Context: an optimization exercise on an open-source flow, tuned for small area. The choices shown serve that exercise and are no tape-out recipe.
In this exercise RTL edits were held to simulation tests only and were not proved equivalent to the original.
Power is estimated from default activity; no workload was simulated.

==> flow/design.v <==
package mips_pkg;
  localparam int unsigned REG_AW = 5;
  localparam logic [5:0] OP_RTYPE = 6'h00;
  localparam logic [5:0] OP_BEQ   = 6'h04;
  localparam logic [5:0] OP_ANDI  = 6'h0C;
  localparam logic [5:0] OP_ORI   = 6'h0D;
  localparam logic [5:0] OP_XORI  = 6'h0E;
  localparam logic [5:0] OP_LW    = 6'h23;
  localparam logic [31:0] MIPS_NOP = 32'h0000_0000;
  function automatic logic [31:0] imm_ext(input logic [31:0] ins);
    logic [5:0] op;
    op = ins[31:26];
    if (op == OP_ANDI || op == OP_ORI || op == OP_XORI)
      imm_ext = {16'h0000, ins[15:0]};
    else
      imm_ext = {{16{ins[15]}}, ins[15:0]};
  endfunction
endpackage
import mips_pkg::*;
module id_regfile
(
  input  logic              CLK,
  input  logic              RST,
  input  logic [REG_AW-1:0] ra1,
  input  logic [REG_AW-1:0] ra2,
  output logic [31:0]       rd1,
  output logic [31:0]       rd2,
  input  logic              we,
  input  logic [REG_AW-1:0] wa,
  input  logic [31:0]       wd
);
  logic [31:0] regs [1:31];
  logic [31:1] wen;
  logic [31:0] wdata;
  logic [31:1] nsel1, nsel2;
  assign wdata = wd & {32{~RST}};
  logic [3:0] hi1, hi2;
  logic [7:0] lo1, lo2;
  always_comb begin
    for (int k = 0; k < 4; k++) begin
      hi1[k] = (ra1[4:3] == 2'(k));
      hi2[k] = (ra2[4:3] == 2'(k));
    end
    for (int k = 0; k < 8; k++) begin
      lo1[k] = (ra1[2:0] == 3'(k));
      lo2[k] = (ra2[2:0] == 3'(k));
    end
  end
  always_comb begin
    for (int i = 1; i < 32; i++) begin
      wen[i]   = RST || (we && (wa == 5'(i)));
      nsel1[i] = !(hi1[i >> 3] && lo1[i & 7]);
      nsel2[i] = !(hi2[i >> 3] && lo2[i & 7]);
    end
  end
  always_ff @(posedge CLK) begin
    for (int i = 1; i < 32; i++)
      if (wen[i]) regs[i] <= wdata;
  end
  always_comb begin
    rd1 = {32{ra1 != '0}};
    rd2 = {32{ra2 != '0}};
    for (int i = 1; i < 32; i++) begin
      rd1 = rd1 & (regs[i] | {32{nsel1[i]}});
      rd2 = rd2 & (regs[i] | {32{nsel2[i]}});
    end
  end
endmodule
import mips_pkg::*;
module id_stage
#(
  parameter logic [31:0] NOP_INS  = MIPS_NOP,
  parameter logic [31:0] RESET_PC = 32'h0000_0000
)(
  input  logic              CLK,
  input  logic              RST,
  input  logic [31:0]       Ins,
  input  logic [31:0]       nextPC,
  input  logic              flush,
  input  logic              ex_memread,
  input  logic [REG_AW-1:0] ex_rt,
  input  logic              wb_we,
  input  logic [REG_AW-1:0] wb_addr,
  input  logic [31:0]       wb_data,
  output logic              stall,
  output logic              id_valid,
  output logic [31:0]       id_pc,
  output logic [5:0]        id_opcode,
  output logic [5:0]        id_funct,
  output logic [REG_AW-1:0] id_rs,
  output logic [REG_AW-1:0] id_rt,
  output logic [REG_AW-1:0] id_rd,
  output logic [31:0]       id_rs_data,
  output logic [31:0]       id_rt_data,
  output logic [31:0]       id_imm,
  output logic [31:0]       id_br_target
);
  logic [31:0]       ins_q;
  logic [31:0]       pc_q;
  logic              valid_q;
  logic              stall_w;
  logic [REG_AW-1:0] rs;
  logic [REG_AW-1:0] rt;
  logic [31:0]       imm;
  always_ff @(posedge CLK) begin
    if (RST || flush) begin
      ins_q   <= NOP_INS;
      pc_q    <= RESET_PC;
      valid_q <= 1'b0;
    end else if (!stall_w) begin
      ins_q   <= Ins;
      pc_q    <= nextPC;
      valid_q <= 1'b1;
    end
  end
  assign rs  = ins_q[25:21];
  assign rt  = ins_q[20:16];
  assign imm = mips_pkg::imm_ext(ins_q);
  assign stall_w = valid_q && ex_memread && (ex_rt != '0) &&
                   ((ex_rt == rs) || (ex_rt == rt));
  assign stall        = stall_w;
  assign id_valid     = valid_q;
  assign id_pc        = pc_q;
  assign id_opcode    = ins_q[31:26];
  assign id_rs        = rs;
  assign id_rt        = rt;
  assign id_rd        = ins_q[15:11];
  assign id_funct     = ins_q[5:0];
  assign id_imm       = imm;
  assign id_br_target = pc_q + (imm << 2);
  id_regfile u_regfile (
    .CLK (CLK),
    .RST (RST),
    .ra1 (rs),
    .ra2 (rt),
    .rd1 (id_rs_data),
    .rd2 (id_rt_data),
    .we  (wb_we),
    .wa  (wb_addr),
    .wd  (wb_data)
  );
endmodule
clock: 6.0 ns
lec_check: 0
cap_margin: 20
core_margin: 2
core_utilization: 60
setup_slack_margin: 0.1
slew_margin: 20
standard.sh (not shown) runs the stock make flow with config.mk's settings and CLKGATE_MAP_FILE= SYNTH_SCRIPT=/design/flow/synth_recipe.tcl, a recipe that flattens the netlist after the stock synthesis.
==> flow/flow/run.sh <==
#!/bin/bash
# Standard ORFS layout with two changes: port buffers use the smallest buffer
# cell, and CTS uses large sink clusters without dummy loads.
set -euo pipefail
export BUFFER_PORTS_ARGS="-buffer_cell sky130_fd_sc_hd__buf_1"
export CTS_ARGS="-sink_clustering_enable -repair_clock_nets -dont_use_dummy_load -root_buf sky130_fd_sc_hd__clkbuf_16 -buf_list sky130_fd_sc_hd__clkbuf_16 -sink_clustering_size 26 -sink_clustering_max_diameter 120"
bash standard.sh > standard.log 2>&1
Change:
--- a/flow/design.v
+++ b/flow/design.v
@@ -31,34 +31,29 @@
 );
   logic [31:0] regs [1:31];
+  logic [31:0] vld;
   logic [31:1] wen;
-  logic [31:0] wdata;
   logic [31:1] nsel1, nsel2;
-  assign wdata = wd & {32{~RST}};
-  logic [3:0] hi1, hi2;
-  logic [7:0] lo1, lo2;
-  always_comb begin
-    for (int k = 0; k < 4; k++) begin
-      hi1[k] = (ra1[4:3] == 2'(k));
-      hi2[k] = (ra2[4:3] == 2'(k));
-    end
-    for (int k = 0; k < 8; k++) begin
-      lo1[k] = (ra1[2:0] == 3'(k));
-      lo2[k] = (ra2[2:0] == 3'(k));
-    end
-  end
+  logic        ok1, ok2;
   always_comb begin
     for (int i = 1; i < 32; i++) begin
-      wen[i]   = RST || (we && (wa == 5'(i)));
-      nsel1[i] = !(hi1[i >> 3] && lo1[i & 7]);
-      nsel2[i] = !(hi2[i >> 3] && lo2[i & 7]);
+      wen[i]   = we && (wa == 5'(i));
+      nsel1[i] = !(vld[i] && ra1 == 5'(i));
+      nsel2[i] = !(vld[i] && ra2 == 5'(i));
     end
   end
   always_ff @(posedge CLK) begin
     for (int i = 1; i < 32; i++)
-      if (wen[i]) regs[i] <= wdata;
+      if (wen[i]) regs[i] <= wd;
   end
+  always_ff @(posedge CLK) begin
+    if (RST) vld[31:1] <= '0;
+    else     vld[31:1] <= vld[31:1] | wen;
+  end
+  assign vld[0] = 1'b0;
+  assign ok1 = !(&nsel1);
+  assign ok2 = !(&nsel2);
   always_comb begin
-    rd1 = {32{ra1 != '0}};
-    rd2 = {32{ra2 != '0}};
+    rd1 = {32{ok1}};
+    rd2 = {32{ok2}};
     for (int i = 1; i < 32; i++) begin
       rd1 = rd1 & (regs[i] | {32{nsel1[i]}});
After rerunning: Power fell by 10%. Worst setup slack gains 0.36 ns. Design area rose by 0.98%. First-iteration DRC count fell by 8.7%. Sequential share of layout area rose by 0.64 points. Via count hardly moves.

==> port drivers added, routing unchanged <==
The results above use ideal ports. As a check the final layouts listed here were re-extracted and re-timed, cells and wires unchanged.
Step 1 (the two cells are an assumption about what drives the block):
set clk [get_ports {CLK}]
set_driving_cell -lib_cell sky130_fd_sc_hd__clkbuf_16 $clk
set_driving_cell -lib_cell sky130_fd_sc_hd__buf_2 [delete_from_list [all_inputs] $clk]
Step 2 times the ports against the registers' clock, not the clock port: input delays grow and output delays shrink by t, the midpoint of the rising clock arrivals with the driver on.
Slacks: ideal ports / drivers / drivers and shift; pairs: ideal ports / drivers.
| run | t, ns | slack for setup (ns) | latest minus earliest clock arrival (ns) | slew at the worst register clock pin (ns) |
|---|---|---|---|---|
| the first run | 0.714 | 0.287 / 0.219 / 0.933 | 0.055 / 0.056 | 0.11 / 0.11 |
| the second run | 0.715 | 0.648 / 0.585 / 1.300 | 0.067 / 0.068 | 0.11 / 0.11 |
After both steps setup and hold are still met in every run listed.
